Background: an optimization exercise with open tools, aiming at small area, a short achievable clock period and few clock cycles per item. Do not read the settings as production practice.
In this exercise RTL edits were held to simulation tests only and were not proved equivalent to the original.
Power is estimated from default activity; no workload was simulated.

==> flow/design.v (excerpt) <==
module systolic_array_os_ctrl
#(
  parameter int ROWS   = 4,
  parameter int COLS   = 4,
  parameter int DATA_W = 8,
  parameter int ACC_W  = 32,
  parameter int KLEN_W = 16,
  localparam int OROW_W = (ROWS > 1) ? $clog2(ROWS) : 1
) (
  input  logic                     clk,
  input  logic                     rst_n,
  input  logic                     start,
  input  logic [KLEN_W-1:0]        k_len,
  input  logic                     signed_en,
  output logic                     busy,
  input  logic                     in_valid,
  output logic                     in_ready,
  input  logic [ROWS*DATA_W-1:0]   a_data,
  input  logic [COLS*DATA_W-1:0]   b_data,
  output logic                     out_valid,
  input  logic                     out_ready,
  output logic [OROW_W-1:0]        out_row,
  output logic [COLS*ACC_W-1:0]    out_data,
  output logic                     done
);
Size: about 1100 flip-flops.
export LEC_CHECK = 0
export CAP_MARGIN = 20
export CORE_MARGIN = 2
export CORE_UTILIZATION = 60
export PLACE_DENSITY = 0.7
export SETUP_SLACK_MARGIN = 5
export SLEW_MARGIN = 20
create_clock -name core_clock -period 10.0 [get_ports {clk}]
run.sh (not shown) runs the stock make flow with config.mk's settings and CLKGATE_MAP_FILE= SYNTH_SCRIPT=/design/flow/synth_recipe.tcl, a recipe that flattens the netlist after the stock synthesis.
The baseline went through all stages and came out clean.
Testbench counts at the start, summed over its fixed seeds: cycles 12,562, jobs 320.
Next try:
==> flow/flow/run.sh (new file) <==
#!/bin/bash
# The standard synthesis and layout, with ORFS's timing repair told to aim
# for setup slack beyond the clock period's (the SDC is unchanged). Each
# step's full output goes to a log file in the folder this runs in.
set -euo pipefail
MARGIN=6.6
export SETUP_SLACK_MARGIN=$MARGIN
bash standard.sh synth > synth.log 2>&1
bash standard.sh SETUP_SLACK_MARGIN=$MARGIN finish > layout.log 2>&1
==> flow/standard.sh (new file) <==
#!/bin/bash
# synth_recipe.tcl (not shown) runs the flow's synth.tcl, then flattens the netlist and writes it again
# the make line also repeats each setting of config.mk as NAME=value (left out here)
make -C /OpenROAD-flow-scripts/flow DESIGN_CONFIG=/design/flow/config.mk WORK_HOME=/design/flow/orfs CLKGATE_MAP_FILE= SYNTH_SCRIPT=/design/flow/synth_recipe.tcl "${@:-finish}"
Settings changed: SETUP_SLACK_MARGIN 5 to not set.
removed: flow/run.sh
Result: The changed run completed without violations. Power came out higher by 8.1%. Global-route usage came out higher by 0.61 points. Final area came out higher by 3.7%. Final cell count came out higher by 1.2%. Die area does not change. Clock skew came out higher by 0.0030 ns. Wire length came out higher by 5.0%. Hold slack hardly moves. Non-clock buffer count came out higher by 129. Maximum frequency came out higher by 22%.

---

systolic_array_os_ctrl, a different RTL version from the one above (not shown whole).
Size: ~1100 flip-flops, ~220 I/O pins, ~0.078 sq mm of cells after synthesis.
// systolic_array_os_ctrl
module systolic_array_os_ctrl
#(
  parameter int ROWS   = 4,
  parameter int COLS   = 4,
  parameter int DATA_W = 8,
  parameter int ACC_W  = 32,
  parameter int KLEN_W = 16,
  localparam int OROW_W = (ROWS > 1) ? $clog2(ROWS) : 1
) (
  input  logic                     clk,
  input  logic                     rst_n,
  input  logic                     start,
  input  logic [KLEN_W-1:0]        k_len,
  input  logic                     signed_en,
  output logic                     busy,
  input  logic                     in_valid,
  output logic                     in_ready,
  input  logic [ROWS*DATA_W-1:0]   a_data,
  input  logic [COLS*DATA_W-1:0]   b_data,
  output logic                     out_valid,
  input  logic                     out_ready,
  output logic [OROW_W-1:0]        out_row,
  output logic [COLS*ACC_W-1:0]    out_data,
  output logic                     done
);
Settings: LEC_CHECK=0, CAP_MARGIN=20, CORE_MARGIN=2, CORE_UTILIZATION=60, PLACE_DENSITY=0.8, SLEW_MARGIN=20; clock period 10.0 ns.
standard.sh (not shown) runs the stock make flow with config.mk's settings and CLKGATE_MAP_FILE= SYNTH_SCRIPT=/design/flow/synth_recipe.tcl, a recipe that flattens the netlist after the stock synthesis.
==> flow/flow/run.sh <==
#!/bin/bash
# The standard synthesis and layout, with these changes to how the layout
# is made (the SDC is unchanged):
#  - ORFS's timing repair aims for setup slack beyond the clock period's
#    (SETUP_SLACK_MARGIN);
#  - clock tree synthesis adds no dummy loads;
#  - the port buffers are buf_2 cells (repair may resize them).
# Each step's full output goes to a log file in the folder this runs in.
set -euo pipefail
MARGIN=6.6
export SETUP_SLACK_MARGIN=$MARGIN
export CTS_ARGS="-sink_clustering_enable -repair_clock_nets -dont_use_dummy_load"
export BUFFER_PORTS_ARGS="-buffer_cell sky130_fd_sc_hd__buf_2"
bash standard.sh synth > synth.log 2>&1
bash standard.sh SETUP_SLACK_MARGIN=$MARGIN "CTS_ARGS=$CTS_ARGS" "BUFFER_PORTS_ARGS=$BUFFER_PORTS_ARGS" finish > layout.log 2>&1
Testbench counts at the start, summed over its fixed seeds: cycles 12,562, jobs 320.
Change:
CORE_UTILIZATION = 50   (was 60)
PLACE_DENSITY = 0.65   (was 0.8)
The new run passed the timing, DRC and antenna checks.
Register-to-register slack is about the same.
Cell area is higher by 1.1%.
Routed wire length climbs by about 3.3%.
Die area rises by about 20%.
Total power is higher by about 0.9%.
Sequential share of layout area falls by 0.22 points.
Flip-flop and latch count stays the same.
Core utilization drops by 11 points.
Critical path depth grows by 1.
Change:
==> flow/flow/run.sh (replaced) <==
#!/bin/bash
# The standard synthesis and layout, with these changes (the SDC is
# unchanged):
#  - Yosys's synth skips its early ABC pass (-noabc), so the full adders it
#    extracts keep the polarity the RTL writes them in; the rest of the
#    synthesis script is the standard flow's own (synth_recipe.tcl, first line amended);
#  - ORFS's timing repair aims for setup slack beyond the clock period's
#    (SETUP_SLACK_MARGIN);
#  - clock tree synthesis adds no dummy loads;
#  - the port buffers are buf_2 cells (repair may resize them).
# Each step's full output goes to a log file in the folder this runs in.
set -euo pipefail
MARGIN=6.6
sed '1s/-noshare/-noshare -noabc/' synth_recipe.tcl > synth_noabc.tcl
export SETUP_SLACK_MARGIN=$MARGIN
export CTS_ARGS="-sink_clustering_enable -repair_clock_nets -dont_use_dummy_load"
export BUFFER_PORTS_ARGS="-buffer_cell sky130_fd_sc_hd__buf_2"
bash standard.sh SYNTH_SCRIPT="$PWD/synth_noabc.tcl" synth > synth.log 2>&1
bash standard.sh SYNTH_SCRIPT="$PWD/synth_noabc.tcl" SETUP_SLACK_MARGIN=$MARGIN "CTS_ARGS=$CTS_ARGS" "BUFFER_PORTS_ARGS=$BUFFER_PORTS_ARGS" finish > layout.log 2>&1
CORE_UTILIZATION = 60   (was 50)
PLACE_DENSITY = 0.7   (was 0.65)
Outcome:
- The new run passed the timing, DRC and antenna checks
- flip-flop and latch count is unchanged
- maximum frequency drops by 2.2%
- setup slack is worse by 0.078 ns
- via count drops by 2.8%
- synthesized cell count drops by 7.1%
- die area drops by 18%
- combinational power climbs by about 3%
- core utilization climbs by 11 points
- global-route usage climbs by 4.4 points
- total power climbs by 0.48%
Change:
==> flow/flow/run.sh (replaced) <==
#!/bin/bash
# The standard synthesis and layout, with these changes to how the layout
# is made (the SDC is unchanged):
#  - ORFS's timing repair aims for setup slack beyond the clock period's
#    (SETUP_SLACK_MARGIN);
#  - clock tree synthesis adds no dummy loads and clusters up to 24 sinks;
#  - the port buffers are buf_2 cells (repair may resize them).
# Each step's full output goes to a log file in the folder this runs in.
set -euo pipefail
MARGIN=6.6
export SETUP_SLACK_MARGIN=$MARGIN
export CTS_ARGS="-sink_clustering_enable -repair_clock_nets -dont_use_dummy_load -sink_clustering_size 24 -sink_clustering_max_diameter 80"
export BUFFER_PORTS_ARGS="-buffer_cell sky130_fd_sc_hd__buf_2"
bash standard.sh synth > synth.log 2>&1
bash standard.sh SETUP_SLACK_MARGIN=$MARGIN "CTS_ARGS=$CTS_ARGS" "BUFFER_PORTS_ARGS=$BUFFER_PORTS_ARGS" finish > layout.log 2>&1
The changed run completed with no timing, DRC or antenna violations. Register-to-register slack improves by 0.06 ns. Die area went up slightly. Cell count increases by a few percent. Synthesized area rose slightly. Sequential power came out higher slightly.

---

fjord:
systolic_array_os_ctrl, a different RTL version from the one above (not shown whole).
For scale: roughly 8100 cells after synthesis, roughly 1100 flip-flops, ~220 I/O pins, ~0.078 mm^2 of cells after synthesis.
Settings: LEC_CHECK=0, CAP_MARGIN=20, CORE_MARGIN=2, CORE_UTILIZATION=60, PLACE_DENSITY=0.7, SLEW_MARGIN=20; clock period 10.0 ns.
==> flow/flow/run.sh <==
#!/bin/bash
# The standard synthesis and layout, with ORFS's timing repair told to aim
# for setup slack beyond the clock period's (the SDC is unchanged). Each
# step's full output goes to a log file in the folder this runs in.
set -euo pipefail
MARGIN=6.6
export SETUP_SLACK_MARGIN=$MARGIN
bash standard.sh synth > synth.log 2>&1
bash standard.sh SETUP_SLACK_MARGIN=$MARGIN finish > layout.log 2>&1
Testbench counts of fjord, summed over its fixed seeds: cycles 12,562, jobs 320.
## Diff of input files: cedar against fjord
==> flow/flow/run.sh <==
#!/bin/bash
# The standard synthesis and layout, with these changes to how the layout
# is made (the SDC is unchanged):
#  - ORFS's timing repair aims for setup slack beyond the clock period's
#    (SETUP_SLACK_MARGIN);
#  - clock tree synthesis adds no dummy loads;
#  - the port buffers are buf_2 cells (repair may resize them).
# Each step's full output goes to a log file in the folder this runs in.
set -euo pipefail
MARGIN=6.6
export SETUP_SLACK_MARGIN=$MARGIN
export CTS_ARGS="-sink_clustering_enable -repair_clock_nets -dont_use_dummy_load"
export BUFFER_PORTS_ARGS="-buffer_cell sky130_fd_sc_hd__buf_2"
bash standard.sh synth > synth.log 2>&1
bash standard.sh SETUP_SLACK_MARGIN=$MARGIN "CTS_ARGS=$CTS_ARGS" "BUFFER_PORTS_ARGS=$BUFFER_PORTS_ARGS" finish > layout.log 2>&1
Findings:
- Between fjord and cedar, detailed-route wire length decreased.
- [compare] base=fjord new=cedar: number of non-clock buffers went down about 15%, routed length on met3 went up by 840 um, overall power after layout went down, final cell count moved down, met1 track demand over resource now sits lower.
- Going from fjord to cedar, via count of the routed design lost about 1.2%; global-route usage lost 0.39 points; final design instance area without fill lost about 3%.
diff inputs: cedar => zinc
# cedar
export LEC_CHECK = 0
export CAP_MARGIN = 20
export CORE_MARGIN = 2
export CORE_UTILIZATION = 60
export PLACE_DENSITY = 0.7
export SLEW_MARGIN = 20
create_clock -name core_clock -period 10.0 [get_ports {clk}]
# zinc
export LEC_CHECK = 0
export CAP_MARGIN = 20
export CORE_MARGIN = 2
export CORE_UTILIZATION = 60
export CTS_BUF_LIST = sky130_fd_sc_hd__clkbuf_8
export CTS_CLUSTER_SIZE = 20
export PLACE_DENSITY = 0.7
export SLEW_MARGIN = 20
create_clock -name core_clock -period 10.0 [get_ports {clk}]
==> flow/flow/run.sh <==
#!/bin/bash
# The standard synthesis and layout, with ORFS's timing repair told to aim
# for setup slack beyond the clock period's (the SDC is unchanged). Each
# step's full output goes to a log file in the folder this runs in.
set -euo pipefail
MARGIN=6.6
export SETUP_SLACK_MARGIN=$MARGIN
bash standard.sh synth > synth.log 2>&1
bash standard.sh SETUP_SLACK_MARGIN=$MARGIN finish > layout.log 2>&1
Findings:
zinc ended with more total power than cedar.
zinc has less setup slack than cedar.
Summary of the comparison: post-route minimum period is higher in zinc, relative to cedar.
Across both runs, sequential share of cell area was lower for zinc than for cedar.
zinc vs. cedar: area added between synthesis and finish went up by 4.5 points.
zinc against cedar: cell area higher, core utilization higher, total wirelength of the detailed-routed design higher, area taken by multi-input logic gates higher.
> inputs changed (zinc -> tundra)
# zinc
export LEC_CHECK = 0
export CAP_MARGIN = 20
export CORE_MARGIN = 2
export CORE_UTILIZATION = 60
export CTS_BUF_LIST = sky130_fd_sc_hd__clkbuf_8
export CTS_CLUSTER_SIZE = 20
export PLACE_DENSITY = 0.7
export SLEW_MARGIN = 20
create_clock -name core_clock -period 10.0 [get_ports {clk}]
# tundra
export LEC_CHECK = 0
export CAP_MARGIN = 20
export CORE_MARGIN = 2
export CORE_UTILIZATION = 60
export PLACE_DENSITY = 0.7
export SLEW_MARGIN = 20
create_clock -name core_clock -period 10.0 [get_ports {clk}]
==> flow/flow/run.sh <==
#!/bin/bash
# The standard synthesis and layout, with two changes:
#  - Yosys's synth skips its early ABC pass (-noabc), so the full adders it
#    extracts keep the polarity the RTL writes them in; everything else in the
#    synthesis script is the standard flow's own (synth_recipe.tcl, first line amended).
#  - ORFS's timing repair aims for setup slack beyond the clock period's
#    (SETUP_SLACK_MARGIN); the SDC is unchanged.
# Each step's full output goes to a log file in the folder this runs in.
set -euo pipefail
MARGIN=6.6
sed '1s/-noshare/-noshare -noabc/' synth_recipe.tcl > synth_noabc.tcl
export SETUP_SLACK_MARGIN=$MARGIN
bash standard.sh SYNTH_SCRIPT="$PWD/synth_noabc.tcl" synth > synth.log 2>&1
bash standard.sh SYNTH_SCRIPT="$PWD/synth_noabc.tcl" SETUP_SLACK_MARGIN=$MARGIN finish > layout.log 2>&1
--- outcome ---
- tundra — share of synthesized cell area in and, or, nand and nor gates 1.6 points higher, zinc as reference
- Delta (tundra minus zinc): critical path depth has increased; post-route cell area has decreased; number of instances in the synthesized netlist has decreased; final design utilization has decreased.
- tundra vs zinc, most common cell after layout, fill and taps aside: and2_1 vs fa_1
### tundra -> violet
==> flow/flow/run.sh <==
#!/bin/bash
# The standard synthesis and layout, with ORFS's timing repair told to aim
# for setup slack beyond the clock period's (the SDC is unchanged). Each
# step's full output goes to a log file in the folder this runs in.
set -euo pipefail
MARGIN=6.75
export SETUP_SLACK_MARGIN=$MARGIN
bash standard.sh synth > synth.log 2>&1
bash standard.sh SETUP_SLACK_MARGIN=$MARGIN finish > layout.log 2>&1
Results
- Diff tundra -> violet | peak supply drop | down slightly
- Of the two values seen for timing endpoint of the critical path, g_pe_row[0].g_pe_col[1].u_pe.r_acc[30] was produced by violet and g_pe_row[2].g_pe_col[3].u_pe.r_acc[20] by tundra.
- Higher depth of the most critical reg-to-reg path was reported by violet, not tundra.
- violet: cell area power density lower than tundra
- In violet the pin count of the biggest net entering global routing turned out 8 lower than in tundra.
- violet vs tundra — design area rose 0.0037 mm^2.
- Between tundra and violet, the flow reports routed wire length increasing slightly.
- violet — fraction of met3 tracks used by global routing 1.1 points higher, tundra as reference

---

## garnet
RTL: one of the versions met above, not the one the previous note started from.
Size: about 8000 cells after synthesis, about 220 I/O pins, roughly 78000 um^2 of cells after synthesis.
clock: 10.0 ns
lec_check: 0
cap_margin: 20
core_margin: 2
core_utilization: 60
place_density: 0.7
slew_margin: 20
==> flow/flow/run.sh <==
#!/bin/bash
# The standard synthesis and layout, with these changes to how the layout
# is made (the SDC is unchanged):
#  - ORFS's timing repair aims for setup slack beyond the clock period's
#    (SETUP_SLACK_MARGIN);
#  - clock tree synthesis adds no dummy loads;
#  - the port buffers are buf_2 cells (repair may resize them).
# Each step's full output goes to a log file in the folder this runs in.
set -euo pipefail
MARGIN=6.5
export SETUP_SLACK_MARGIN=$MARGIN
export CTS_ARGS="-sink_clustering_enable -repair_clock_nets -dont_use_dummy_load"
export BUFFER_PORTS_ARGS="-buffer_cell sky130_fd_sc_hd__buf_2"
bash standard.sh synth > synth.log 2>&1
bash standard.sh SETUP_SLACK_MARGIN=$MARGIN "CTS_ARGS=$CTS_ARGS" "BUFFER_PORTS_ARGS=$BUFFER_PORTS_ARGS" finish > layout.log 2>&1
The final layout from garnet, which completed every stage, passed the timing, DRC and antenna checks at the end of the flow.
Testbench counts of garnet, summed over its fixed seeds: cycles 12,562, jobs 320.
[inputs] raven vs garnet
Settings: ABC_AREA newly set to 1.
-- flow/flow/run.sh --
<<< garnet, line 8
# Each step's full output goes to a log file in the folder this runs in.
set -euo pipefail
MARGIN=6.5
export SETUP_SLACK_MARGIN=$MARGIN
export CTS_ARGS="-sink_clustering_enable -repair_clock_nets -dont_use_dummy_load"
>>> raven, line 8
# Each step's full output goes to a log file in the folder this runs in.
set -euo pipefail
MARGIN=6.6
export SETUP_SLACK_MARGIN=$MARGIN
export CTS_ARGS="-sink_clustering_enable -repair_clock_nets -dont_use_dummy_load"
raven against garnet: global-route wire length before repair now sits higher, global-route usage higher, well-tap cell count shows an increase of 52, total power grew by 3600 uW. Highest metal layer used by the detailed router: met5 -> garnet, met4 -> raven. On routed wire length per instance: raven sits below garnet. Final core utilization ends up lower on raven. | count of clock-buffer cells in the layout | lower: garnet |. Against garnet, switching power of the nets in raven rose by more than a quarter. Max mux share of post-synthesis cell area across raven and garnet: garnet. Number of instances in the synthesized netlist (higher): raven.
For harbor, these inputs were changed with respect to raven:
Settings: ABC_AREA no longer set, was 1.
-- flow/flow/run.sh --
<<< raven, line 8
# Each step's full output goes to a log file in the folder this runs in.
set -euo pipefail
MARGIN=6.6
export SETUP_SLACK_MARGIN=$MARGIN
export CTS_ARGS="-sink_clustering_enable -repair_clock_nets -dont_use_dummy_load"
>>> harbor, line 8
# Each step's full output goes to a log file in the folder this runs in.
set -euo pipefail
MARGIN=6.7
export SETUP_SLACK_MARGIN=$MARGIN
export CTS_ARGS="-sink_clustering_enable -repair_clock_nets -dont_use_dummy_load"
==> comparison <==
As of harbor, count of non-filler cells in the finished layout had fallen by more than 10% compared to raven. Comparing the two runs side by side, harbor comes out behind raven on post-placement worst setup slack. When the final numbers for raven and harbor were put side by side, the leakage dissipation turned out to be smaller in harbor. Run comparison: harbor leading cell type in the layout, fill and taps excluded fa_1; raven leading cell type in the layout, fill and taps excluded nand2_1. From raven to harbor the numbers moved as follows: cell area has decreased, cell area after technology mapping has decreased. harbor reports its beginning of the critical path as g_pe_row[1].g_pe_col[0].u_pe.r_s[2] while raven reports out_ready. | cell internal power dissipation | harbor vs raven | 390 uW higher |. Critical path class: input pin to register -> raven, register to register -> harbor.
Input-level comparison between willow and harbor:
-- flow/flow/run.sh --
<<< harbor, line 8
# Each step's full output goes to a log file in the folder this runs in.
set -euo pipefail
MARGIN=6.7
export SETUP_SLACK_MARGIN=$MARGIN
export CTS_ARGS="-sink_clustering_enable -repair_clock_nets -dont_use_dummy_load"
>>> willow, line 8
# Each step's full output goes to a log file in the folder this runs in.
set -euo pipefail
MARGIN=6.6
export SETUP_SLACK_MARGIN=$MARGIN
export CTS_ARGS="-sink_clustering_enable -repair_clock_nets -dont_use_dummy_load"
==> comparison <==
Changes observed in willow relative to harbor: total power -about 2.8%, setup slack -0.032 ns, share of cell area taken by multi-input logic gates +0.46 points.
Summary: summed area of non-filler cells in the final layout, willow better than harbor

## static timing again, ports no longer ideal
How much do the figures lean on ideal ports? The routed layouts below were timed once more, with nothing changed but the port constraints.
Step 1 (the two cells are an assumption about what drives the block):
set clk [get_ports {clk}]
set_driving_cell -lib_cell sky130_fd_sc_hd__clkbuf_16 $clk
set_driving_cell -lib_cell sky130_fd_sc_hd__buf_2 [delete_from_list [all_inputs] $clk]
Step 2 moves the port delays by t, midway between the first and last clock arrival at a register: inputs arrive t later, outputs are due t later. That takes back most of the time a late clock gives input paths.
Three values: ideal ports, drivers, drivers and shift; two values: the first two.
run | t, ns | setup WS [ns] | latest minus earliest clock arrival (ns) | worst slew at a driven data input, ns
the first run of note 1 | 0.858 | 5.686 / 5.686 / 5.220 | 0.025 / 0.024 | 0.06
the second run of note 1 | 0.860 | 6.461 / 6.461 / 5.871 | 0.028 / 0.028 | 0.07
the first run of note 2 | 0.794 | 6.520 / 6.520 / 5.999 | 0.101 / 0.102 | 0.14
the second run of note 2 | 0.837 | 6.531 / 6.531 / 5.873 | 0.057 / 0.057 | 0.13
the third run of note 2 | 0.833 | 6.453 / 6.453 / 5.760 | 0.055 / 0.055 | 0.08
the fourth run of note 2 | 0.752 | 6.515 / 6.515 / 6.037 | 0.065 / 0.065 | 0.10
fjord | 0.851 | 6.560 / 6.476 / 5.812 | 0.023 / 0.023 | 0.06
cedar | 0.845 | 6.547 / 6.547 / 5.914 | 0.051 / 0.051 | 0.05
zinc | 0.976 | 6.437 / 6.362 / 5.695 | 0.041 / 0.042 | 0.06
tundra | 0.839 | 6.446 / 6.446 / 5.882 | 0.031 / 0.031 | 0.09
violet | 0.856 | 6.575 / 6.555 / 5.894 | 0.028 / 0.028 | 0.06
garnet | 0.827 | 6.459 / 6.459 / 5.959 | 0.059 / 0.060 | 0.08
raven | 0.815 | 6.632 / 6.554 / 5.879 | 0.070 / 0.071 | 0.05
harbor | 0.816 | 6.613 / 6.593 / 5.980 | 0.066 / 0.067 | 0.09
willow | 0.838 | 6.582 / 6.568 / 5.906 | 0.056 / 0.055 | 0.11
After both steps every run listed still meets setup and hold. For raven, which loses most, drivers alone change the setup slack by -0.078 ns; drivers and shift together by -0.753 ns.
